From an optimization exercise on the open Yosys and OpenROAD flow, aimed at small area; shortcuts taken in it are not production practice.
The RTL was checked by simulation tests, not by an equivalence proof against the original design.
Power and IR drop assume default switching activity.

==> inputs of umber <==
## lc4_processor_ss
module lc4_processor_ss #(
    parameter logic [15:0] PC_RESET = 16'h8200
) (
    input  logic        gwe,
    input  logic        i_rst_n,
    output logic [15:0] o_cur_pc,
    input  logic [15:0] i_cur_insn_a,     
    input  logic [15:0] i_cur_insn_b,     
    output logic [15:0] o_dmem_addr,
    output logic        o_dmem_we,
    output logic [15:0] o_dmem_towrite,
    input  logic [15:0] i_dmem_rdata,
    output logic        o_retire_a_valid,
    output logic [15:0] o_retire_a_pc,
    output logic [15:0] o_retire_a_insn,
    output logic        o_retire_a_rd_we,
    output logic [2:0]  o_retire_a_rd,
    output logic [15:0] o_retire_a_wdata,
    output logic        o_retire_a_dmem_we,
    output logic [15:0] o_retire_a_dmem_addr,
    output logic        o_retire_b_valid,
    output logic [15:0] o_retire_b_pc,
    output logic [15:0] o_retire_b_insn,
    output logic        o_retire_b_rd_we,
    output logic [2:0]  o_retire_b_rd,
    output logic [15:0] o_retire_b_wdata,
    output logic        o_retire_b_dmem_we,
    output logic [15:0] o_retire_b_dmem_addr
);
export LEC_CHECK = 0
export CAP_MARGIN = 10
export CORE_MARGIN = 2
export CORE_UTILIZATION = 50
export CTS_BUF_LIST = sky130_fd_sc_hd__clkbuf_8 sky130_fd_sc_hd__clkbuf_16
export CTS_CLUSTER_DIAMETER = 100
export CTS_CLUSTER_SIZE = 30
export SLEW_MARGIN = 10
create_clock -name core_clock -period 8.0 [get_ports {gwe}]
standard.sh (not shown) runs the stock make flow with config.mk's settings and CLKGATE_MAP_FILE= SYNTH_SCRIPT=/design/flow/synth_recipe.tcl, a recipe that flattens the netlist after the stock synthesis.
==> flow/flow/run.sh <==
#!/bin/bash
# Layout flow: the standard ORFS flow with three changes:
#  - synthesis is the standard flow's own script, but ABC maps the logic with an area-oriented script
#    (flow/abc_area.script) and adders are left to ABC instead of the library's full-adder
#    cells (ADDER_MAP_FILE empty); registers are mapped before ABC runs, so they are unchanged;
#  - every port still gets a buffer, but the smallest one (buf_1);
#  - clock tree synthesis without dummy loads, with the buffers listed in CTS_BUF_LIST.
# Each tool's output goes to a log file of its own in the work folder.
set -euo pipefail
W=$(pwd)
FLOWDIR=$W/flow

# synth_recipe.tcl with ABC's -script argument replaced
{
  head -n 1 synth_recipe.tcl
  echo "proc abc {args} {"
  echo "  set i [lsearch -exact \$args -script]"
  echo "  if {\$i >= 0} { lset args [expr {\$i + 1}] {$FLOWDIR/abc_area.script} }"
  echo "  yosys abc {*}\$args"
  echo "}"
  tail -n +2 synth_recipe.tcl
} > "$W/own_synth.tcl"

export BUFFER_PORTS_ARGS="-buffer_cell sky130_fd_sc_hd__buf_1"
cfg() { sed -n "s/^export $1 *= *//p" config.mk | tail -n 1; }
CTS_BUFS=$(cfg CTS_BUF_LIST)
CTS_BUFS=${CTS_BUFS:-sky130_fd_sc_hd__clkbuf_4 sky130_fd_sc_hd__clkbuf_8}
CTS_A="-sink_clustering_enable -repair_clock_nets -dont_use_dummy_load -buf_list {$CTS_BUFS}"
[[ -n "$(cfg CTS_CLUSTER_SIZE)" ]] && CTS_A="$CTS_A -sink_clustering_size $(cfg CTS_CLUSTER_SIZE)"
[[ -n "$(cfg CTS_CLUSTER_DIAMETER)" ]] && CTS_A="$CTS_A -sink_clustering_max_diameter $(cfg CTS_CLUSTER_DIAMETER)"
export CTS_ARGS="$CTS_A"

ORFS_W=$W/orfs
RES=$ORFS_W/results/$FLOW_PLATFORM/lc4_processor_ss/base
make -C "$FLOW_HOME" DESIGN_CONFIG="$W/config.mk" WORK_HOME="$ORFS_W" CLKGATE_MAP_FILE= \
  SYNTH_SCRIPT="$W/own_synth.tcl" ADDER_MAP_FILE= finish > "$W/make_finish.log" 2>&1

: # left out here: write the final layout as DEF
==> flow/flow/abc_area.script <==
strash
&get -n
&dch -f
&nf -p -R 1000
&put
strash
&get -n
&dch -f
&nf -p -R 100
&put
==> lagoon (differences from umber) <==
--- a/flow/design.v
+++ b/flow/design.v
@@ -118,24 +118,23 @@
         .o_rd_we(ca_rd_we), .o_is_load(ca_ld), .o_is_store(ca_st), .o_is_const(ca_cst));
     lc4_decoder u_dec_b (.i_insn(db_insn), .o_rs_re(cb_rs_re), .o_rt_re(cb_rt_re),
         .o_rd_we(cb_rd_we), .o_is_load(cb_ld), .o_is_store(cb_st), .o_is_const(cb_cst));
     lc4_decoder u_dec_xa (.i_insn(i_xa_insn), .o_rs_re(xa_rs_re), .o_rt_re(xa_rt_re),
         .o_rd_we(xa_rd_we), .o_is_load(xa_ld), .o_is_store(xa_st), .o_is_const(xa_cst));
     lc4_decoder u_dec_xb (.i_insn(i_xb_insn), .o_rs_re(xb_rs_re), .o_rt_re(xb_rt_re),
         .o_rd_we(xb_rd_we), .o_is_load(xb_ld), .o_is_store(xb_st), .o_is_const(xb_cst));
-    function automatic load_use(input xv, input xld, input [2:0] xrd,
-                                input rs_re, input rt_re, input [15:0] insn);
-        load_use = xv && xld && ((rs_re && insn[8:6] == xrd) || (rt_re && insn[2:0] == xrd));
+    logic       x_load;
+    logic [2:0] x_load_rd;
+    assign x_load    = i_xa_valid && (xa_ld || (i_xb_valid && xb_ld));
+    assign x_load_rd = xa_ld ? i_xa_insn[11:9] : i_xb_insn[11:9];
+    function automatic load_use(input rs_re, input rt_re, input [15:0] insn);
+        load_use = x_load && ((rs_re && insn[8:6] == x_load_rd) || (rt_re && insn[2:0] == x_load_rd));
     endfunction
-    assign ldu_a = d_valid &&
-        (load_use(i_xa_valid, xa_ld, i_xa_insn[11:9], ca_rs_re, ca_rt_re, da_insn) ||
-         load_use(i_xb_valid, xb_ld, i_xb_insn[11:9], ca_rs_re, ca_rt_re, da_insn));
-    assign ldu_b =
-        load_use(i_xa_valid, xa_ld, i_xa_insn[11:9], cb_rs_re, cb_rt_re, db_insn) ||
-        load_use(i_xb_valid, xb_ld, i_xb_insn[11:9], cb_rs_re, cb_rt_re, db_insn);
+    assign ldu_a = d_valid && load_use(ca_rs_re, ca_rt_re, da_insn);
+    assign ldu_b = load_use(cb_rs_re, cb_rt_re, db_insn);
     assign cb_rt     = cb_st ? db_insn[11:9] : db_insn[2:0];
     assign b_needs_a = ca_rd_we &&
                        ((cb_rs_re && db_insn[8:6] == da_insn[11:9]) ||
                         ((cb_rt_re || cb_st) && cb_rt == da_insn[11:9]));
     assign both_mem  = (ca_ld || ca_st) && (cb_ld || cb_st);
     assign split     = d_valid && (b_needs_a || both_mem || ldu_b);
     assign o_pc      = pc_q;
@@ -192,15 +191,15 @@
     logic        n0, n1, n2, n3, n4, n5, n6, n7;
     function automatic [15:0] rd_op(input [2:0] sel, input en);
         rd_op = 16'd0;
         for (int i = 0; i < 8; i++)
             rd_op = rd_op | (i_regs[i*16 +: 16] & {16{en && sel == 3'(i) && i_rf_valid[i]}});
     endfunction
     assign m_rs_v = rd_op(m_insn[8:6], !m_insn[15]);
-    assign m_rt_v = rd_op((m_insn[13] && m_insn[12]) ? m_insn[11:9] : m_insn[2:0], 1'b1);
+    assign m_rt_v = rd_op(m_insn[13] ? m_insn[11:9] : m_insn[2:0], 1'b1);
     lc4_alu u_alu (.i_insn(m_insn), .i_rs(m_rs_v), .i_rt(m_rt_v), .o_result(m_alu));
     lc4_decoder u_dec_m (.i_insn(m_insn), .o_rs_re(n0), .o_rt_re(n1), .o_rd_we(m_rd_we),
         .o_is_load(m_ld), .o_is_store(n2), .o_is_const(n3));
     lc4_decoder u_dec_w (.i_insn(w_insn), .o_rs_re(n4), .o_rt_re(n5), .o_rd_we(w_rd_we),
         .o_is_load(n6), .o_is_store(w_st), .o_is_const(n7));
     always_ff @(posedge gwe or negedge i_rst_n) begin
         if (!i_rst_n) begin
@@ -338,17 +337,13 @@
         .o_addr(o_dmem_addr), .o_we(o_dmem_we), .o_wdata(o_dmem_towrite)
     );
     always_ff @(posedge gwe) w_addr <= o_dmem_addr;
     assign o_retire_a_rd        = o_retire_a_insn[11:9];
     assign o_retire_b_rd        = o_retire_b_insn[11:9];
     assign o_retire_a_dmem_addr = w_addr;
     assign o_retire_b_dmem_addr = w_addr;
-    assign n_flight = 4'd2 + 4'(xa_valid) + 4'(xb_valid) + 4'(ma_valid) + 4'(mb_valid)
-                    + 4'(o_retire_a_valid) + 4'(o_retire_b_valid);
-    logic [4:0]  lo_a, lo_b;
-    logic [11:0] hi_dec;
-    assign lo_a   = {1'b0, o_cur_pc[3:0]} - {1'b0, n_flight};
-    assign lo_b   = {1'b0, o_cur_pc[3:0]} - {1'b0, n_flight - 4'd1};
-    assign hi_dec = o_cur_pc[15:4] - 12'd1;
-    assign o_retire_a_pc = {lo_a[4] ? hi_dec : o_cur_pc[15:4], lo_a[3:0]};
-    assign o_retire_b_pc = {lo_b[4] ? hi_dec : o_cur_pc[15:4], lo_b[3:0]};
+    assign n_flight = 4'd2 + {2'd0, xb_valid, xa_valid && !xb_valid}
+                           + {2'd0, mb_valid, ma_valid && !mb_valid}
+                           + {2'd0, o_retire_b_valid, o_retire_a_valid && !o_retire_b_valid};
+    assign o_retire_a_pc = o_cur_pc - {12'd0, n_flight};
+    assign o_retire_b_pc = o_retire_a_pc + 16'd1;
 endmodule
==> flow/flow/abc_area.script (replaced) <==
strash
balance
rewrite
refactor
balance
rewrite -z
refactor -z
balance
&get -n
&dch -f
&nf -p -R 1000
&put
strash
&get -n
&dch -f
&nf -p -R 100
&put
- CORE_UTILIZATION: 50 -> 45
- CTS_CLUSTER_SIZE: 30 -> 24
- SETUP_SLACK_MARGIN: unset -> 0.2
==> qor summary <==
Pin count of the biggest net entering global routing: umber 45; lagoon 47
Worst path depth: umber 29; lagoon 22
Hold WS: umber 333 ps; lagoon 292 ps
Power density cells: umber 354 nW/µm²; lagoon 353 nW/µm²
Overall die area: umber 33900 µm²; lagoon 37000 µm²
Sequential logic power: umber 2.99 mW; lagoon 2.93 mW
Worst Reg-to-Reg Cells: umber 30; lagoon 24
Share of the final layout cell area in sequential cells: umber 37.1%; lagoon 37.6%
Vias in the first global route: umber 16192; lagoon 16091
Hold worst-path end: umber u_lane_b.m_insn[0]; lagoon u_lane_b.m_insn[7]
Run status: umber complete, no violations; lagoon complete, no violations
Global-route wire length before repair: umber 102000 µm; lagoon 102000 µm
Pre-CTS setup slack: umber 347 ps; lagoon 398 ps
Switching portion of total power: umber 45.8%; lagoon 44.8%
Die outline width: umber 184 µm; lagoon 192 µm

## static timing again, ports no longer ideal
No port has a modelled driver above. Below, the same layouts with a new extraction and two added sets of constraints. Step 1, drivers: a clkbuf_16 drives gwe and a buf_2 each remaining input, both assumed. Step 2, shift: input delay + t, output delay - t, t = (earliest + latest rising clock arrival at the registers) / 2. This alone moves slack from input paths to output paths. a / b / c = no drivers / after step 1 / after step 2; a / b = the first two.
run | t (ns) | slack for setup (ns) | worst setup path after step 2 | pins driven straight from the clock port
umber | 0.562 | 0.307 / 0.254 / 0.816 | register to output | 1
lagoon | 0.585 | 0.526 / 0.472 / 1.056 | register to output | 1
After both steps every run listed still meets setup and hold.
